Background: an optimization exercise with open tools, aiming at small area, a short achievable clock period and few clock cycles per item. Do not read the settings as production practice. The RTL was checked by simulation tests, not by an equivalence proof against the original design. No driver is modelled on the clock port, so clocking that relies on it looks cheaper here than on a real chip. No activity file was given, so power comes from the tool's default toggle rates.

## flow/design.v (module list and top-level ports; edited modules follow where they fit)
// module dot8: 3086 lines
// module systolic_mm_top: 96 lines
module systolic_mm_top (
    input  logic                  clk,
    input  logic                  rst,
    input  logic                  in_valid,
    input  logic [8-1:0] in_data,
    output logic                  out_valid,
    output logic [8-1:0] out_data,
    output logic                  busy,
    output logic                  done
);
  // ...
==> flow/flow/run.sh <==
#!/bin/bash
# Standard ORFS layout with two changes:
# - synthesis skips the "abc -fast" pass of yosys synth's fine step
#   (synth -noabc), so extract_fa sees the adder logic as written instead of
#   after an ABC remap that flips polarities and leaves inverters around the
#   full-adder cells; registers come out as in the standard synthesis;
# - flow/clock_top.tcl runs at the end of the CTS step (POST_CTS_TCL): it keeps
#   the leaf clock buffers clock_tree_synthesis made and replaces the buffers
#   above them with four root buffers on the clock port, one per quadrant, so
#   every flip-flop sees two clock buffers instead of three (lower, balanced
#   insertion delay), then repairs setup and hold again.
# Everything else is the standard.sh and synth_recipe.tcl unchanged; the
# whole make output goes to layout.log, each ORFS step's log to orfs/logs.
set -euo pipefail
cd "$(dirname "$0")/.."
first='proc synth {args} { yosys synth -nofsm -noshare {*}$args }'
[[ "$(head -1 synth_recipe.tcl)" == "$first" ]] || { echo "unexpected synth_recipe.tcl" >&2; exit 1; }
{ echo 'proc synth {args} { yosys synth -nofsm -noshare -noabc {*}$args }'; tail -n +2 synth_recipe.tcl; } > noabc_synth.tcl
grep -q "SYNTH_SCRIPT=$PWD/synth_recipe.tcl" standard.sh || { echo "unexpected standard.sh" >&2; exit 1; }
sed "s#SYNTH_SCRIPT=$PWD/synth_recipe.tcl#SYNTH_SCRIPT=$PWD/noabc_synth.tcl#; s#^make #make POST_CTS_TCL=$PWD/flow/clock_top.tcl #" standard.sh > noabc_standard.sh
bash noabc_standard.sh > layout.log 2>&1
==> flow/flow/clock_top.tcl <==
# POST_CTS_TCL hook: flatten the top of the clock tree that clock_tree_synthesis
# built. Its leaf buffers (the ones driving flip-flops) are kept as they are;
# the root and branch buffers above them are replaced by four clkbuf_16 roots
# on the clock port, one per quadrant of the leaves, so every flip-flop sees
# two buffers (root, leaf) instead of three. Setup and hold are then repaired
# again as in the CTS step.
set block [ord::get_db_block]
set db [ord::get_db]
set clk_net [$block findNet clk]
set bufmaster [$db findMaster sky130_fd_sc_hd__clkbuf_16]

proc out_net {inst} {
  foreach it [$inst getITerms] {
    if {[$it isOutputSignal]} {
      set n [$it getNet]
      if {$n eq "NULL"} { return "" }
      return $n
    }
  }
  return ""
}
proc is_clkbuf {inst} {
  return [string match "sky130_fd_sc_hd__clkbuf_*" [[$inst getMaster] getName]]
}

# walk the tree from the port
set internal {}
set leaves {}
set frontier [list $clk_net]
while {[llength $frontier]} {
  set net [lindex $frontier 0]
  set frontier [lrange $frontier 1 end]
  foreach it [$net getITerms] {
    if {[$it isOutputSignal]} continue
    set inst [$it getInst]
    set on [out_net $inst]
    if {![is_clkbuf $inst]} {
      if {$on eq ""} {
        # a dummy load that clock_tree_synthesis added for balance
        lappend internal $inst
        continue
      }
      if {$net eq $clk_net} {
        error "clock_top: the clock port drives [$inst getName] directly"
      }
      # a sink on a leaf's net, which also drives buffers
      continue
    }
    set kids_buf 0
    set kids_other 0
    if {$on eq ""} {
      # a dummy load that clock_tree_synthesis added for balance
      lappend internal $inst
      continue
    }
    foreach it2 [$on getITerms] {
      if {[$it2 isOutputSignal]} continue
      if {[is_clkbuf [$it2 getInst]]} { incr kids_buf } else { incr kids_other }
    }
    # a buffer with any flip-flop load is a leaf; buffers below it are
    # moved onto the new roots as well
    if {$kids_other > 0} {
      lappend leaves $inst
    } else {
      lappend internal $inst
    }
    if {$kids_buf > 0} {
      lappend frontier $on
    }
  }
}
puts "clock_top: [llength $leaves] leaf buffers, [llength $internal] buffers above them"

# quadrants by the medians of the leaf positions
set xs {}
set ys {}
foreach l $leaves {
  set bb [$l getBBox]
  lappend xs [expr {([$bb xMin] + [$bb xMax]) / 2}]
  lappend ys [expr {([$bb yMin] + [$bb yMax]) / 2}]
}
set mx [lindex [lsort -integer $xs] [expr {[llength $xs] / 2}]]
set my [lindex [lsort -integer $ys] [expr {[llength $ys] / 2}]]
array set grp {}
foreach l $leaves x $xs y $ys {
  set g [expr {($x >= $mx ? 1 : 0) + ($y >= $my ? 2 : 0)}]
  lappend grp($g) [list $l $x $y]
}

# remove the old upper tree
foreach inst $internal {
  set on [out_net $inst]
  foreach it [$inst getITerms] {
    if {[$it getNet] ne "NULL"} { $it disconnect }
  }
  odb::dbInst_destroy $inst
  if {$on ne "" && $on ne $clk_net} { odb::dbNet_destroy $on }
}

# new roots
foreach g [lsort [array names grp]] {
  set sx 0
  set sy 0
  foreach e $grp($g) { incr sx [lindex $e 1]; incr sy [lindex $e 2] }
  set n [llength $grp($g)]
  set cx [expr {$sx / $n}]
  set cy [expr {$sy / $n}]
  set root [odb::dbInst_create $block $bufmaster "clkroot_${g}_clk"]
  $root setLocation [expr {$cx - [$bufmaster getWidth] / 2}] [expr {$cy - [$bufmaster getHeight] / 2}]
  $root setPlacementStatus PLACED
  set rnet [odb::dbNet_create $block "clknet_root_${g}_clk"]
  $rnet setSigType CLOCK
  [$root findITerm A] connect $clk_net
  [$root findITerm X] connect $rnet
  foreach e $grp($g) {
    set l [lindex $e 0]
    set ai [$l findITerm A]
    $ai disconnect
    $ai connect $rnet
  }
  puts "clock_top: root $g at ($cx, $cy) drives $n leaves"
}

detailed_placement
estimate_parasitics -placement
repair_timing_helper
detailed_placement
check_placement -verbose
estimate_parasitics -placement
report_clock_skew
report_worst_slack
==> flow/standard.sh <==
#!/bin/bash
# synth_recipe.tcl (not shown) runs the flow's synth.tcl, then flattens the netlist and writes it again
# the make line also repeats each setting of config.mk as NAME=value (left out here)
make -C /OpenROAD-flow-scripts/flow DESIGN_CONFIG=/design/flow/config.mk WORK_HOME=/design/flow/orfs CLKGATE_MAP_FILE= SYNTH_SCRIPT=/design/flow/synth_recipe.tcl "${@:-finish}"
==> flow/config.mk <==
export PLATFORM = sky130hd
export DESIGN_NAME = systolic_mm_top
export DESIGN_NICKNAME = systolic_mm_top
export VERILOG_FILES = /design/flow/design.v
export SDC_FILE = /design/flow/constraint.sdc
export NUM_CORES = 4
export LEC_CHECK = 0
export CAP_MARGIN = 20
export CORE_MARGIN = 2
export CORE_UTILIZATION = 65
export CTS_CLUSTER_DIAMETER = 60
export CTS_CLUSTER_SIZE = 30
export SETUP_SLACK_MARGIN = 3.85
export SLEW_MARGIN = 20
export TNS_END_PERCENT = 0
==> flow/constraint.sdc <==
create_clock -name core_clock -period 6.0 [get_ports {clk}]
set_input_delay 1.2000 -clock core_clock [delete_from_list [all_inputs] [get_ports {clk}]]
set_output_delay 1.2000 -clock core_clock [all_outputs]
set_load 0.01 [all_outputs]
==> reports/results.ini, run 1 <==
[floorplanning]
die_h_um=279
fp.dieArea_um2=77700

[route]
routedWlPerCell_um=24.9
wl_met3_um=4410
drcViolationCount=0

[critical_path]
cp.depth=5
worstSetupStartpoint=in_valid
r2r.worst_path.cells=3
cp.required_ns=6.13
cp_slowest_cell=buf_16

[global_route]
grt_pass1_wl_um=135000
grt-busiest-layer=met2
grt_use_met3_pct=3.12
grt_use_met1_pct=33.5

[timing]
finalHoldWorstSlack_ns=0.332
setup_viol=0
fin_ws_ns=3.73
max_slew.worst_pin.slew_ns=0.788
fin_crit_ns=2.27

[status]
status=no timing/DRC/antenna violations

[yosys]
synth_fa_ha_area_share_pct=15.5
synthTopCellsByArea=edfxtp_1 (64%), fa_1 (15%), dfxtp_1 (12%), nand2_1 (3.3%), xnor2_1 (1.3%)
synthMuxAreaShare_pct=0.184
yosysSeqAreaShare_pct=76.6
ys_warn_count=3
synth_compound_area_share_pct=0.431
synth_simple_gate_area_share_pct=4.57

[hold_path]
hold_depth=0

[finish]
fin_cells=3640
multi_input_area_share_pct=21.1
diodes=1
multi_input_cells=1062
layout_common_cells=edfxtp_1 (1039), nand2_1 (423), fa_1 (367)
register_area_um2=37600
design_area_um2=53500

[place]
place_congestion=0.866
pre_cts_ws_ns=1.91
placed_cell_area_um2=50400
dp_hpwl_um=61400

[power]
p_seq_share_pct=52.0
irDropWorstVdd_v=0.000325

[clock_network]
clock_latency_ns=0.50
cts.clk_slew.worst_paths_ns=0.10

Testbench counts, summed over its fixed seeds: cycles 24,072, jobs 128.
==> run 2: changes to the inputs <==
--- a/flow/config.mk
+++ b/flow/config.mk
@@ -7,9 +7,10 @@
 export LEC_CHECK = 0
 export CAP_MARGIN = 20
 export CORE_MARGIN = 2
-export CORE_UTILIZATION = 65
+export CORE_UTILIZATION = 70
 export CTS_CLUSTER_DIAMETER = 60
 export CTS_CLUSTER_SIZE = 30
-export SETUP_SLACK_MARGIN = 3.85
+export GPL_ROUTABILITY_DRIVEN = 0
+export SETUP_SLACK_MARGIN = 3.8
 export SLEW_MARGIN = 20
 export TNS_END_PERCENT = 0
==> run 2 against run 1 <==
  * Still clean on timing, DRC and antenna
  * Fmax is 2.5% lower
  * Clock skew is 0.048 ns higher
  * Wire length increased by 1.4%
  * Power increased by 0.15%
  * Global-route usage grew 2.3 points
  * Flip-flop and latch count is the same
  * Worst setup slack lost 0.059 ns
  * Cell area decreased by 0.56%
  * Largest cell class unchanged
  * Largest power group unchanged
==> reports/results.ini, run 2 <==
[timing]
hold_violations=0  ; unchanged
finalHoldWorstSlack_ns=0.334  ; was 0.332 ns
setup-tns-final_ns=0  ; unchanged
grt_setup_unrepaired=yes  ; unchanged
fin_skew_ns=0.0903  ; was 0.0423 ns
fin_ws_ns=3.68  ; was 3.73 ns
max_slew.worst_pin.slew_ns=0.776  ; was 0.788 ns
fin_crit_ns=2.32  ; was 2.27 ns
final_max_slew_viol_count=0  ; unchanged
setup_viol=0  ; unchanged
fmaxAchievable_mhz=430  ; was 441 MHz
slew_headroom_pct=48.3  ; was 47.5%
period_share_pct=38.7  ; was 37.8%

[critical_path]
crit_arrival_ns=2.57  ; was 2.39 ns
worstSetupStartpoint=in_valid  ; unchanged
crit_path_frequent_cell=nand2_1
rrSetupSlack_ns=3.73  ; was 3.75 ns
r2r.worst_path.cells=3  ; unchanged
slowest_delay_ns=0.27  ; was 0.31 ns
r2r-end=dot8_inst.r2_s163  ; was dot8_inst.r2_s185
crit_chain=clkdlybuf4s15_2, nand2_2, and2_1, ha_1, and3_1, nand2_1, nand2_1  ; was clkdlybuf4s15_2, and3_4, or2_4, buf_12, buf_16
crit_type=input pin to register  ; unchanged
end_kind=register  ; unchanged
reg2reg_from=bq[123]  ; was bq[509]
cp_max_fo=14  ; was 75
cp_slowest_cell=and3_1  ; was buf_16
crit_path_start_kind=input pin  ; unchanged
cp.required_ns=6.24  ; was 6.13 ns

[floorplanning]
pin_count=22  ; unchanged
start_util_pct=70.4  ; was 65.8%
fp-row-count=97  ; was 100
fp.dieArea_um2=72200  ; was 77700 µm²
die_h_um=269  ; was 279 µm
core_um2=69700  ; was 74600 µm²
chipWidth_um=269  ; was 279 µm

[global_route]
globalRouteOverflowTotal=0  ; unchanged
grt_pass1_wl_um=135000  ; about the same
grt_pass1_vias=21538  ; was 21490
grt_util_all_layers_pct=26.5  ; was 24.2%
grt_max_degree=70  ; was 76
antenna_found_initial=2  ; unchanged

[place]
numPortBuffers=21  ; unchanged
dp_hpwl_um=61100  ; was 61400 µm
pre_cts_ws_ns=1.79  ; was 1.91 ns

[power]
irDropWorstVdd_v=0.000423  ; was 0.000325 V
power.leakage_nw=18.1  ; was 18.2 nW
p_per_area_nw_per_um2=484  ; was 481 nW/µm²

[finish]
syn2layout_area_growth_pct=8.44  ; was 9.05%
multi_input_area_um2=11200  ; was 11300 µm²
register_area_um2=37600  ; about the same
nets=3003  ; was 3023
layout-drive-gt1-share_pct=7.92  ; was 9.29%
mostFrequentLayoutCell=edfxtp_1  ; unchanged
layout_common_cells=edfxtp_1 (1039), nand2_1 (425), fa_1 (368)  ; was edfxtp_1 (1039), nand2_1 (423), fa_1 (367)
num-fill-cells=3930  ; was 4602
top_regs=bq (512), la (512)  ; unchanged

[yosys]
syn_inst=2543  ; unchanged
synth-seq-cells=1355  ; unchanged
synth-main-ff-cell=edfxtp_1  ; unchanged
syn_area_um2=49000  ; unchanged
async_flop_share_pct=0.738  ; unchanged
ys_top_cells_by_count=edfxtp_1 (1039), nand2_1 (426), fa_1 (368)  ; unchanged
synth.most_common_cell=edfxtp_1  ; unchanged
synthesis.nets=2940  ; unchanged
yosysTopAreaCell=edfxtp_1  ; unchanged
synth-edff-count=1039  ; unchanged
synth.distinct_cells=34  ; unchanged
ys_warn_count=3  ; unchanged
synth_top_area_share_pct=63.6  ; unchanged
yosysSeqAreaShare_pct=76.6  ; unchanged
avgSynthCellArea_um2=19.3  ; unchanged
synthTopCellsByArea=edfxtp_1 (64%), fa_1 (15%), dfxtp_1 (12%), nand2_1 (3.3%), xnor2_1 (1.3%)  ; unchanged

[hold_path]
min_from=dot8_inst.r5_s350  ; was dot8_inst.r5_c352
hold_end=dot8_inst.r8_r5_s350  ; was dot8_inst.r8_r5_c352
hold_depth=0  ; unchanged
min_path_type=register to register  ; unchanged

[clock_network]
cts_tree=yes  ; unchanged
cts.clk_slew.worst_paths_ns=0.11  ; was 0.10 ns
clock_latency_ns=0.53  ; was 0.50 ns
numClockSinks=1355  ; unchanged

[run]
cap_violations=0  ; unchanged

[route]
drcViolationCount=0  ; unchanged
drt_pass1_iterations=5  ; unchanged
routedWlPerCell_um=25.7  ; was 24.9 µm
vias=20586  ; was 20367
ant_nets=0  ; unchanged
drtIter0Drc=1950  ; was 1954
wirelength_um=92000  ; was 90600 µm
viasPerCell=5.75  ; was 5.60

[status]
status=no timing/DRC/antenna violations  ; unchanged

==> run 2: worst max-delay path: cells and delay by family <==
family / cells / cell delay [ns]
adder cells (fa/ha/maj): 1 / 0.22
buffers and inverters: 1 / 0.25
AND/OR/NAND/NOR: 5 / 0.90
==> run 2: how the worst max path moves through the flow <==
stage / to / depth (start not counted) / slack (ns)
2_1_floorplan: bq[0] / 2 / 0.47
3_3_place_gp: la[7][56] / 5 / 1.95
3_5_place_dp: la[7][59] / 5 / 1.79
5_1_grt: lh[4] / 7 / 3.62
6_report: lh[4] / 7 / 3.68
==> run 2: area by class of cell, without the clock buffers <==
cell class | count | share of cell area (%)
clock inverter | 36 | 1.06
timing repair buffer | 65 | 1.44
buffer | 4 | 0.188
tap | 940 | 2.21
sequential | 1355 | 70.7
antenna | 1 | 0.00470
multi-input combinational | 1058 | 21.0
inverter | 57 | 0.402
==> run 2: cell families after synthesis <==
kind of cell	Yosys count	synth area share, %
flip-flops	1355	76.6
AND/OR/NAND/NOR	534	4.57
adder cells (fa/ha/maj)	386	15.5
buffers and inverters	141	1.10
XOR/XNOR	91	1.62
AO/OA/AOI/OAI	28	0.431
multiplexers	8	0.184
==> run 2: layer usage <==
layer	GRT usage [%]	routed length, µm	up-vias
met3	3.95	5390	180
met1	36.6	36600	10837
met5	0	0	-
met4	9.94	4050	0
li1	-	-	8851
met2	43.9	45900	718
==> run 2: where the power goes <==
part	total, mW	leakage [nW]	internal [mW]	switching [mW]
clock network	5.36	1.11	2.37	2.99
registers	13.4	12.0	12.3	1.06
logic	7.03	4.91	3.16	3.87
total	25.8	18.1	17.8	7.92
==> run 2: per-stage QoR <==
step | util [%] | total power [mW] | std cells | area (µm²)
finish | 76.4 | 25.8 | 3581 | 53200
global placement | 72.3 | 20.2 | 3442 | 50300
floorplan | - | 17.8 | 2543 | 49100
global route | 76.3 | 27.2 | 3580 | 53200
detailed placement | 72.3 | 20.5 | 3442 | 50400
==> run 3: changes to the inputs <==
--- a/flow/config.mk
+++ b/flow/config.mk
@@ -10,7 +10,7 @@
 export CORE_UTILIZATION = 70
 export CTS_CLUSTER_DIAMETER = 60
 export CTS_CLUSTER_SIZE = 30
-export GPL_ROUTABILITY_DRIVEN = 0
+export PLACE_DENSITY = 0.85
 export SETUP_SLACK_MARGIN = 3.8
 export SLEW_MARGIN = 20
 export TNS_END_PERCENT = 0
==> run 3 against run 2 <==
  * Still clean on timing, DRC and antenna
  * Sequential share of layout area fell by 0.43 points
  * Final cell count up 0.81%
  * Combinational power up 4.7%
  * Via count increased by 5.6%
  * Fmax rose by 1.7%
  * Cell area increased by 0.63%
  * Critical path type unchanged
  * Highest routed layer unchanged
==> reports/results.ini, run 3 <==
[route]
drcViolationCount=0  ; unchanged
ant_nets=0  ; unchanged
routedWlPerCell_um=27.6  ; was 25.7 µm
viasPerCell=6.02  ; was 5.75
wirelength_um=99500  ; was 92000 µm
vias=21748  ; was 20586
drt_pass1_iterations=6  ; was 5
drtIter0Drc=2508  ; was 1950

[hold_path]
min_path_type=register to register  ; unchanged
hold_depth=0  ; unchanged

[timing]
fmaxAchievable_mhz=437  ; was 430 MHz
max_slew.worst_pin.slew_ns=0.736  ; was 0.776 ns
hold_violations=0  ; unchanged
final_max_slew_viol_count=0  ; unchanged
slew_headroom_pct=50.9  ; was 48.3%
setup_viol=0  ; unchanged
period_share_pct=38.1  ; was 38.7%
setup-tns-final_ns=0  ; unchanged
grt_setup_unrepaired=yes  ; unchanged
fin_crit_ns=2.29  ; was 2.32 ns
fin_skew_ns=0.0594  ; was 0.0903 ns

[critical_path]
cp_max_fo=18  ; was 14
r2r.worst_path.cells=3  ; unchanged
crit_arrival_ns=2.45  ; was 2.57 ns
crit_path_start_kind=input pin  ; unchanged
crit_type=input pin to register  ; unchanged
cp.required_ns=6.16  ; was 6.24 ns
end_kind=register  ; unchanged

[place]
dp_cells=3436  ; was 3442
dp_hpwl_um=60600  ; was 61100 µm
place_congestion=0.894
numPortBuffers=21  ; unchanged

[power]
p_per_area_nw_per_um2=489  ; was 484 nW/µm²
irDropWorstVdd_v=0.000369  ; was 0.000423 V
p_clk_share_pct=20.7  ; was 20.8%
switchingPower_mw=8.26  ; was 7.92 mW
p_seq_share_pct=51.2  ; was 51.9%
power.leakage_nw=18.2  ; was 18.1 nW
pwr-share-comb_pct=28.1  ; was 27.3%
p_int_mw=17.9  ; was 17.8 mW
sw_frac_of_total_pct=31.6  ; was 30.8%

[clock_network]
cts_tree=yes  ; unchanged
clock_latency_ns=0.50  ; was 0.53 ns
cts.clk_slew.worst_paths_ns=0.10  ; was 0.11 ns
numClockSinks=1355  ; unchanged

[yosys]
synth-seq-cells=1355  ; unchanged
synth_top_family_by_area=adder cells  ; unchanged
ys_top_cells_by_count=edfxtp_1 (1039), nand2_1 (426), fa_1 (368)  ; unchanged
synth_top_area_share_pct=63.6  ; unchanged
avgSynthCellArea_um2=19.3  ; unchanged
ys_warn_count=3  ; unchanged
synth_simple_gate_area_share_pct=4.57  ; unchanged
yosysTopAreaCell=edfxtp_1  ; unchanged
synth_compound_area_share_pct=0.431  ; unchanged
async_flop_share_pct=0.738  ; unchanged
synthMuxAreaShare_pct=0.184  ; unchanged
synth_fa_ha_area_share_pct=15.5  ; unchanged
syn_inst=2543  ; unchanged
synth.most_common_cell=edfxtp_1  ; unchanged
synthTopCellsByArea=edfxtp_1 (64%), fa_1 (15%), dfxtp_1 (12%), nand2_1 (3.3%), xnor2_1 (1.3%)  ; unchanged
yosysSeqAreaShare_pct=76.6  ; unchanged
synth-main-ff-cell=edfxtp_1  ; unchanged
synthesis.nets=2940  ; unchanged
synth-xor-area-share_pct=1.62  ; unchanged
syn_area_um2=49000  ; unchanged
synth-edff-count=1039  ; unchanged
synth.distinct_cells=34  ; unchanged

[floorplanning]
fp.dieArea_um2=72200  ; unchanged
chipWidth_um=269  ; unchanged
pin_count=22  ; unchanged
fp-row-count=97  ; unchanged
die_h_um=269  ; unchanged
core_um2=69700  ; unchanged
start_util_pct=70.4  ; unchanged

[finish]
num-fill-cells=3633  ; was 3930
final_core_util_pct=76.8  ; was 76.4%
layout_common_cells=edfxtp_1 (1039), nand2_1 (425), fa_1 (368)  ; unchanged
layout-drive-gt1-share_pct=8.99  ; was 7.92%
fin_cells=3610  ; was 3581
syn2layout_area_growth_pct=9.12  ; was 8.44%
mostFrequentLayoutCell=edfxtp_1  ; unchanged
nets=3026  ; was 3003
top_regs=bq (512), la (512)  ; unchanged

[global_route]
grt_util_all_layers_pct=28.4  ; was 26.5%
grt_pass1_vias=22496  ; was 21538
grt_max_degree=51  ; was 70
globalRouteOverflowTotal=0  ; unchanged
grt_pass1_wl_um=145000  ; was 135000 µm
antenna_found_initial=6  ; was 2

[status]
status=no timing/DRC/antenna violations  ; unchanged

[run]
cap_violations=0  ; unchanged

==> run 3: cell count changes in the layout (fill, tap and decap cells not counted), moves of 3 or more <==
cell,before,now
clkinv_8,4,7
buf_8,2,5
a21o_4,10,16
buf_6,3,8
buf_4,26,32
buf_16,4,8
a21o_2,5,8
==> run 3: stage by stage <==
stage | hold WS [ns] | worst slack (ns) | area [µm²] | total power [mW]
floorplan | 0.310 | 0.475 | 49100 | 17.8
global placement | 0.310 | 2.00 | 50300 | 20.0
detailed placement | 0.312 | 1.92 | 50300 | 20.5
global route | 0.343 | 3.71 | 53500 | 27.5
finish | 0.335 | 3.71 | 53500 | 26.2
==> run 3: path summary, 6_finish.rpt <==
check	endpoint	start	slack [ns]
min in group asynchronous	tvr	rst	1.01
setup reg to reg	dot8_inst.r2_s194	bq[253]	3.74
setup / recovery	la[5][52]	in_valid	3.71
hold reg to reg	dot8_inst.r8_r5_s350	dot8_inst.r5_s350	0.33
hold / removal	dot8_inst.r8_r5_s350	dot8_inst.r5_s350	0.33
max in group asynchronous	rm	rst	4.66
==> run 3: kinds of logic after synthesis <==
kind of cell             count (synthesis)
flip-flops                            1355
AND/OR/NAND/NOR                        534
adder cells (fa/ha/maj)                386
buffers and inverters                  141
XOR/XNOR                                91
AO/OA/AOI/OAI                           28
multiplexers                             8
==> run 3: final cells by class, without the clock buffers <==
| type | count | area (µm²) | area share [%] |
|---|---|---|---|
| inverter | 57 | 214 | 0.400 |
| clock inverter | 42 | 597 | 1.12 |
| multi-input combinational | 1068 | 11300 | 21.1 |
| antenna | 1 | 2.50 | 0.00468 |
| buffer | 4 | 100 | 0.187 |
| tap | 940 | 1180 | 2.20 |
| timing repair buffer | 79 | 932 | 1.74 |
| sequential | 1355 | 37600 | 70.2 |
==> run 3: worst max-delay path: stages <==
cell and delay (ns):
clkdlybuf4s15_2 0.24, nand2_1 0.16, nor2_4 0.17, buf_12 0.20, buf_4 0.25, a21o_4 0.23
==> run 3: routing by layer <==
| layer | share of wire, % | vias to the layer above | track usage, % |
|---|---|---|---|
| met5 | 0 | - | 0 |
| met4 | 5.0 | 0 | 12.0 |
| met3 | 7.7 | 282 | 4.23 |
| met2 | 51 | 1248 | 47.4 |
| met1 | 37 | 11294 | 38.2 |
| li1 | - | 8924 | - |
==> run 3: power by group through the flow <==
stage / logic [mW] / registers [mW] / clock network (mW)
detailed placement: 6.91 / 13.6 / 0
global placement: 6.52 / 13.5 / 0
finish: 7.36 / 13.4 / 5.41
global route: 8.22 / 13.5 / 5.79
floorplan: 4.71 / 13.1 / 0
==> run 4: changes to the inputs <==
--- a/flow/flow/run.sh
+++ b/flow/flow/run.sh
@@ -8,7 +8,8 @@
 #   the leaf clock buffers clock_tree_synthesis made and replaces the buffers
 #   above them with four root buffers on the clock port, one per quadrant, so
 #   every flip-flop sees two clock buffers instead of three (lower, balanced
-#   insertion delay), then repairs setup and hold again.
+#   insertion delay), swaps the input ports' buffers from the delay cells
+#   placement chose to buf_4, then repairs setup and hold again.
 # Everything else is the standard.sh and synth_recipe.tcl unchanged; the
 # whole make output goes to layout.log, each ORFS step's log to orfs/logs.
 set -euo pipefail
--- a/flow/flow/clock_top.tcl
+++ b/flow/flow/clock_top.tcl
@@ -2,8 +2,10 @@
 # built. Its leaf buffers (the ones driving flip-flops) are kept as they are;
 # the root and branch buffers above them are replaced by four clkbuf_16 roots
 # on the clock port, one per quadrant of the leaves, so every flip-flop sees
-# two buffers (root, leaf) instead of three. Setup and hold are then repaired
-# again as in the CTS step.
+# two buffers (root, leaf) instead of three. The input ports' buffers, which
+# placement made as slow delay cells (clkdlybuf4s50) that footprint-matched
+# resizing cannot replace, become buf_4 (every port keeps its buffer). Setup
+# and hold are then repaired again as in the CTS step.
 set block [ord::get_db_block]
 set db [ord::get_db]
 set clk_net [$block findNet clk]
@@ -121,6 +123,22 @@
   puts "clock_top: root $g at ($cx, $cy) drives $n leaves"
 }
 
+# input port buffers
+set inbuf [$db findMaster sky130_fd_sc_hd__buf_4]
+foreach bt [$block getBTerms] {
+  if {[$bt getIoType] ne "INPUT" || [$bt getName] eq "clk"} continue
+  set n [$bt getNet]
+  if {$n eq "NULL"} continue
+  foreach it [$n getITerms] {
+    set inst [$it getInst]
+    set mn [[$inst getMaster] getName]
+    if {[string match "sky130_fd_sc_hd__clkdlybuf*" $mn] || [string match "sky130_fd_sc_hd__dlygate*" $mn]} {
+      $inst swapMaster $inbuf
+      puts "clock_top: input buffer [$inst getName] of [$bt getName]: $mn -> buf_4"
+    }
+  }
+}
+
 detailed_placement
 estimate_parasitics -placement
 repair_timing_helper
--- a/flow/config.mk
+++ b/flow/config.mk
@@ -10,7 +10,6 @@
 export CORE_UTILIZATION = 70
 export CTS_CLUSTER_DIAMETER = 60
 export CTS_CLUSTER_SIZE = 30
-export PLACE_DENSITY = 0.85
 export SETUP_SLACK_MARGIN = 3.8
 export SLEW_MARGIN = 20
 export TNS_END_PERCENT = 0
==> run 4 against run 3 <==
  * Worst setup slack better by 0.033 ns
  * First-iteration DRC count decreased by 21%
  * Clock skew is 0.0012 ns lower
  * Sequential power hardly changed
  * Power shrank 2.4%
  * Worst hold slack improved by 0.00098 ns
  * Global-route usage is 1.3 points lower
  * Wire length fell by 5.7%
  * Fmax increased by 1.5%
  * Largest power group unchanged
==> reports/results.ini, run 4 <==
[critical_path]
worstSetupStartpoint=bq[505]  ; was in_valid
crit_type=register to register  ; was input pin to register
end_kind=register  ; unchanged
crit_arrival_ns=2.58  ; was 2.45 ns
crit_path_start_kind=register  ; was input pin
cp_max_fo=9  ; was 18
cp.required_ns=6.33  ; was 6.16 ns
crit_chain=nand2_1, fa_1, fa_1  ; was clkdlybuf4s15_2, nand2_1, nor2_4, buf_12, buf_4, a21o_4
crit_path_frequent_cell=fa_1
cp_slowest_cell=edfxtp_1  ; was buf_4
reg2reg_from=bq[505]  ; was bq[253]
slowest_delay_ns=0.86  ; was 0.25 ns

[yosys]
syn_inst=2543  ; unchanged
synth-seq-cells=1355  ; unchanged
synth-edff-count=1039  ; unchanged
synth-main-ff-cell=edfxtp_1  ; unchanged
avgSynthCellArea_um2=19.3  ; unchanged
synthTopCellsByArea=edfxtp_1 (64%), fa_1 (15%), dfxtp_1 (12%), nand2_1 (3.3%), xnor2_1 (1.3%)  ; unchanged
synth_top_area_share_pct=63.6  ; unchanged
yosysTopAreaCell=edfxtp_1  ; unchanged
synthesis.nets=2940  ; unchanged
synth.most_common_cell=edfxtp_1  ; unchanged
yosysSeqAreaShare_pct=76.6  ; unchanged
async_flop_share_pct=0.738  ; unchanged
synth.distinct_cells=34  ; unchanged
syn_area_um2=49000  ; unchanged
ys_top_cells_by_count=edfxtp_1 (1039), nand2_1 (426), fa_1 (368)  ; unchanged
ys_warn_count=3  ; unchanged

[power]
switchingPower_mw=7.91  ; was 8.26 mW
finalPower_mw=25.5  ; was 26.2 mW
irDropWorstVdd_v=0.000386  ; was 0.000369 V
p_int_mw=17.6  ; was 17.9 mW
power.leakage_nw=17.9  ; was 18.2 nW
p_seq_share_pct=52.5  ; was 51.2%
p_clk_share_pct=19.7  ; was 20.7%
sw_frac_of_total_pct=31.0  ; was 31.6%
pwr-share-comb_pct=27.8  ; was 28.1%
p_per_area_nw_per_um2=483  ; was 489 nW/µm²

[route]
vias=20701  ; was 21748
drt_pass1_iterations=7  ; was 6
viasPerCell=5.79  ; was 6.02
drcViolationCount=0  ; unchanged
ant_nets=0  ; unchanged
drtIter0Drc=1985  ; was 2508
routedWlPerCell_um=26.2  ; was 27.6 µm
wirelength_um=93800  ; was 99500 µm

[floorplanning]
start_util_pct=70.4  ; unchanged
die_h_um=269  ; unchanged
pin_count=22  ; unchanged
chipWidth_um=269  ; unchanged
core_um2=69700  ; unchanged
fp-row-count=97  ; unchanged
fp.dieArea_um2=72200  ; unchanged

[global_route]
grt_max_degree=86  ; was 51
globalRouteOverflowTotal=0  ; unchanged
grt_pass1_vias=21545  ; was 22496
antenna_found_initial=3  ; was 6
grt_util_all_layers_pct=27.0  ; was 28.4%
grt_pass1_wl_um=137000  ; was 145000 µm

[clock_network]
cts_tree=yes  ; unchanged
clock_latency_ns=0.50  ; about the same
numClockSinks=1355  ; unchanged
cts.clk_slew.worst_paths_ns=0.11  ; was 0.10 ns

[timing]
hold_violations=0  ; unchanged
slew_headroom_pct=47.4  ; was 50.9%
period_share_pct=37.6  ; was 38.1%
setup_viol=0  ; unchanged
fin_crit_ns=2.25  ; was 2.29 ns
max_slew.worst_pin.slew_ns=0.789  ; was 0.736 ns
grt_setup_unrepaired=yes  ; unchanged
final_max_slew_viol_count=0  ; unchanged
setup-tns-final_ns=0  ; unchanged
fin_skew_ns=0.0582  ; was 0.0594 ns
fmaxAchievable_mhz=444  ; was 437 MHz

[run]
cap_violations=0  ; unchanged

[finish]
layout_common_cells=edfxtp_1 (1039), nand2_1 (425), fa_1 (368)  ; unchanged
syn2layout_area_growth_pct=7.88  ; was 9.12%
mostFrequentLayoutCell=edfxtp_1  ; unchanged
top_regs=bq (512), la (512)  ; unchanged
layout-drive-gt1-share_pct=7.83  ; was 8.99%
nets=2997  ; was 3026

[hold_path]
min_path_type=register to register  ; unchanged
min_from=dot8_inst.r5_c351  ; was dot8_inst.r5_s350

[place]
place_congestion=0.881  ; was 0.894
dp_hpwl_um=62300  ; was 60600 µm
numPortBuffers=21  ; unchanged

[status]
status=no timing/DRC/antenna violations  ; unchanged

## run 4: stage by stage
step	util (%)	hold WS [ns]	cells	setup slack, ns	area [µm²]
after detailed placement	72.3	0.312	3441	1.82	50300
after global routing	75.9	0.333	3572	3.66	52900
after floorplan	-	0.310	2543	0.475	49100
after global placement	72.3	0.314	3441	1.99	50300
final	76.0	0.336	3575	3.75	52900
## run 4: per-layer routing
| layer | wire [µm] | track usage, % | vias up |
|---|---|---|---|
| met3 | 5290 | 3.73 | 171 |
| met4 | 3420 | 9.02 | 2 |
| met2 | 48400 | 46.3 | 787 |
| li1 | - | - | 8826 |
| met5 | 13 | 0 | - |
| met1 | 36700 | 36.6 | 10915 |
## run 4: worst max-delay path: cells and delay by family (launching register included)
| kind | cells | cell delay, ns |
|---|---|---|
| adder cells (fa/ha/maj) | 2 | 1.03 |
| flip-flops | 1 | 0.86 |
| AND/OR/NAND/NOR | 1 | 0.17 |
## run 4: cell families after synthesis
group / share of synthesized area (%)
flops: 76.6
simple gates: 4.57
fa+ha+maj: 15.5
buf+inv: 1.10
xor+xnor: 1.62
compound gates: 0.431
mux: 0.184
## run 4: area by class of cell, without the clock buffers
class	count	area, µm²
Antenna cell	3	7.51
Buffer	4	100
Clock inverter	34	437
Fill cell	3988	16700
Inverter	57	214
Multi-Input combinational cell	1059	11200
Sequential cell	1355	37600
Tap cell	940	1180
Timing Repair Buffer	61	668
## run 4: final timing paths
path | end | slack, ns | cells after the start
max in group asynchronous | rm | 5.29 | 1
setup reg to reg | dot8_inst.r2_s198 | 3.75 | 3
hold reg to reg | dot8_inst.r8_r5_c351 | 0.34 | 0
setup / recovery | dot8_inst.r2_s198 | 3.75 | 3
hold / removal | dot8_inst.r8_r5_c351 | 0.34 | 0
min in group asynchronous | tvr | 0.55 | 1
## run 4: power groups by stage
| stage | registers [mW] | clock network (mW) | logic, mW |
|---|---|---|---|
| global route | 13.6 | 5.42 | 7.96 |
| detailed placement | 13.6 | 0 | 6.95 |
| global placement | 13.5 | 0 | 6.72 |
| floorplan | 13.1 | 0 | 4.71 |
| finish | 13.4 | 5.03 | 7.11 |

## afterwards: timing with drivers on the ports
How much do the figures lean on ideal ports? The routed layouts below were timed once more, with nothing changed but the port constraints.
Step 1 sets driving cells, clkbuf_16 on the clock port and buf_2 on the other inputs (assumed; they add their load-dependent delay and slew).
Step 2 moves the port delays by t, midway between the first and last clock arrival at a register: inputs arrive t later, outputs are due t later. That takes back most of the time a late clock gives input paths.
a / b / c = no drivers / after step 1 / after step 2; a / b = the first two.
run	t, ns	setup slack, ns	hold slack, ns	slew at the worst register clock pin (ns)
run 1	0.619	3.735 / 3.718 / 3.231	0.332 / 0.332 / 0.332	0.10 / 0.10
run 2	0.619	3.676 / 3.709 / 3.163	0.334 / 0.334 / 0.334	0.11 / 0.11
run 3	0.617	3.714 / 3.717 / 3.215	0.335 / 0.335 / 0.335	0.12 / 0.12
run 4	0.608	3.746 / 3.633 / 3.254	0.336 / 0.336 / 0.336	0.11 / 0.11
After both steps every run listed still meets setup and hold. The setup slack of run 2, which loses most, moves by +0.033 ns with the drivers and by -0.513 ns with both steps.
